Context: an optimization exercise on an open-source flow, tuned for small area and few clock cycles per item. The choices shown serve that exercise and are no tape-out recipe. RTL that was checked went through simulation tests only; none was proved equivalent to the original.

## raven
## fp_mul_pipe
module fp_mul_pipe #(
   parameter int EXP_W = 8,
   parameter int MAN_W = 23
) (
   input  logic                     clk,
   input  logic                     rst,
   input  logic                     in_valid,
   output logic                     in_ready,
   input  logic [EXP_W+MAN_W:0]     in_a,
   input  logic [EXP_W+MAN_W:0]     in_b,
   output logic                     out_valid,
   input  logic                     out_ready,
   output logic [EXP_W+MAN_W:0]     out_z,
   output logic [3:0]               out_flags
);
export LEC_CHECK = 0
export ABC_AREA = 1
export CAP_MARGIN = 20
export CORE_MARGIN = 2
export CORE_UTILIZATION = 40
export SLEW_MARGIN = 20
export SYNTH_HIERARCHICAL = 1
create_clock -name core_clock -period 8.5 [get_ports {clk}]
standard.sh (not shown) runs the stock make flow with config.mk's settings and CLKGATE_MAP_FILE= SYNTH_SCRIPT=/design/flow/synth_recipe.tcl, a recipe that flattens the netlist after the stock synthesis.
==> flow/flow/run.sh <==
#!/bin/bash
# The standard layout, with plain buf_1 cells as the port buffers and the
# synthesis buffers removed before placement.
set -euo pipefail
bash standard.sh "BUFFER_PORTS_ARGS=-buffer_cell sky130_fd_sc_hd__buf_1" REMOVE_ABC_BUFFERS=1 finish > standard_flow.log 2>&1
Testbench counts of raven, summed over its fixed seeds: cycles 12,008, items 12,000.
## Diff of input files: indigo against raven
==> flow/flow/run.sh <==
#!/bin/bash
# The standard layout, with plain buf_1 cells as the port buffers.
set -euo pipefail
bash standard.sh "BUFFER_PORTS_ARGS=-buffer_cell sky130_fd_sc_hd__buf_1" finish > standard_flow.log 2>&1
--- outcome ---
- Relative to raven, indigo degrades worst setup margin.
- indigo reports a higher minimum clock period after layout than raven does.

Another version of the RTL of fp_mul_pipe (not shown whole).
For scale: ~37 flip-flops, ~110 I/O pins, roughly 0.017 mm2 of cells after synthesis.
clock: 8.5 ns
lec_check: 0
abc_area: 1
cap_margin: 20
core_margin: 2
core_utilization: 40
slew_margin: 20
synth_hierarchical: 1
run.sh (not shown) runs the stock make flow with config.mk's settings and CLKGATE_MAP_FILE= SYNTH_SCRIPT=/design/flow/synth_recipe.tcl, a recipe that flattens the netlist after the stock synthesis.
Stock flow here: none of the scripts above is used.
Change:
Settings changed: GPL_TIMING_DRIVEN from default to 0, TNS_END_PERCENT from default to 0.
Result: The new run finished with timing, DRC and antenna clean; worst hold slack gets worse by 0.52 ns; final cell count stays flat; critical path depth grows by 3; utilization increases by 0.17 points; cell area climbs slightly; die area is unchanged.
No run of this note included a check of the RTL's function; only the layout flow was run.

Another version of the RTL of fp_mul_pipe (not shown whole).
Size in the first run: roughly 39 flip-flops, roughly 110 I/O pins, about 0.014 sq mm of cells after synthesis.
clock: 8.5 ns
lec_check: 0
abc_area: 1
cap_margin: 20
core_aspect_ratio: 0.6
core_margin: 2
core_utilization: 35
cts_buf_list: sky130_fd_sc_hd__clkbuf_8
slew_margin: 20
synth_hierarchical: 1
standard.sh (not shown) runs the stock make flow with config.mk's settings and CLKGATE_MAP_FILE= SYNTH_SCRIPT=/design/flow/synth_recipe.tcl, a recipe that flattens the netlist after the stock synthesis.
==> flow/flow/run.sh <==
#!/bin/bash
set -euo pipefail
here=$(pwd)
{
  head -n 1 synth_recipe.tcl
  cat <<EOF
proc abc {args} {
  set i [lsearch -exact \$args -script]
  if { \$i >= 0 } { lset args [expr { \$i + 1 }] {$here/flow/abc.script} }
  yosys abc {*}\$args
}
EOF
  tail -n +2 synth_recipe.tcl
} > own_synth.tcl
bash standard.sh "SYNTH_SCRIPT=$here/own_synth.tcl" "BUFFER_PORTS_ARGS=-buffer_cell sky130_fd_sc_hd__buf_1" finish > standard_flow.log 2>&1
==> flow/flow/abc.script <==
strash
dch
map
topo
Testbench counts at the start, summed over its fixed seeds: cycles 12,008, items 12,000.
Next try:
==> flow/flow/abc.script (replaced) <==
strash
dch
amap
topo
- CORE_ASPECT_RATIO: 0.6 -> not set
- CORE_UTILIZATION: 35 -> 40
- CTS_BUF_LIST: sky130_fd_sc_hd__clkbuf_8 -> not set
Result: Clock-buffer cell count is unchanged; worst setup slack got worse by 0.18 ns.
Next try:
==> flow/flow/abc.script (replaced) <==
strash
dch
map
topo
- CORE_UTILIZATION: 40 -> 35
- CTS_BUF_LIST: not set -> sky130_fd_sc_hd__clkbuf_8
- GPL_TIMING_DRIVEN: not set -> 0
The new run passed the timing, DRC and antenna checks.
Count of clock-buffer cells in the layout stays the same.
Synthesized area increases slightly.
Utilization decreases by 14 points.
Wire length decreases by roughly a tenth.
Via count decreases by about a fifth.
Cell area decreases by about a fifth.
Synthesized cell count decreases by roughly a tenth.
Non-clock buffer count decreases by 328.
Worst setup slack got worse by 0.014 ns.
Die area increases by about a fifth.
First-iteration DRC count decreases by roughly a tenth.
Next try:
- CORE_ASPECT_RATIO: not set -> 1.6
- GPL_TIMING_DRIVEN: 0 -> not set
Result:
- The changed run ran to the end with no violations
- sequential share of layout area hardly moves
- count of clock-buffer cells in the layout does not change
- register-to-register slack gets worse by 0.26 ns

## port drivers added, routing unchanged
Ports are ideal in the flow. The routed layouts listed here were re-timed in OpenROAD.
Step 1 (the two cells are an assumption about what drives the block):
set clk [get_ports {clk}]
set_driving_cell -lib_cell sky130_fd_sc_hd__clkbuf_16 $clk
set_driving_cell -lib_cell sky130_fd_sc_hd__buf_2 [delete_from_list [all_inputs] $clk]
Step 2 adds t to the input delays and takes it off the output delays; t is the mean of the earliest and latest rising clock arrival at the registers after step 1. Input paths then give back, and output paths get back, about the clock's delay inside the block.
Three values: no drivers, after step 1, after step 2; two values: the first two.
run | shift t [ns] | slack for setup (ns) | worst setup path after step 2
raven | 0.316 | 0.664 / 0.676 / 0.361 | input to register
indigo | 0.317 | 0.598 / 0.612 / 0.296 | input to register
the first run of note 2 | 0.331 | 0.353 / 0.363 / 0.032 | input to register
the second run of note 2 | 0.334 | 0.163 / 0.180 / -0.154 | input to register
the first run of note 3 | 0.338 | 0.414 / 0.398 / 0.084 | input to register
the second run of note 3 | 0.321 | 0.235 / 0.202 / -0.119 | input to register
the third run of note 3 | 0.330 | 0.221 / 0.228 / -0.102 | input to register
the fourth run of note 3 | 0.318 | 0.342 / 0.353 / 0.035 | input to register
With both steps, setup timing fails in the second run of note 2, the second run of note 3 and the third run of note 3, where it was met with ideal ports. The setup slack of the second run of note 3, which loses most, moves by -0.033 ns with the drivers and by -0.354 ns with both steps.
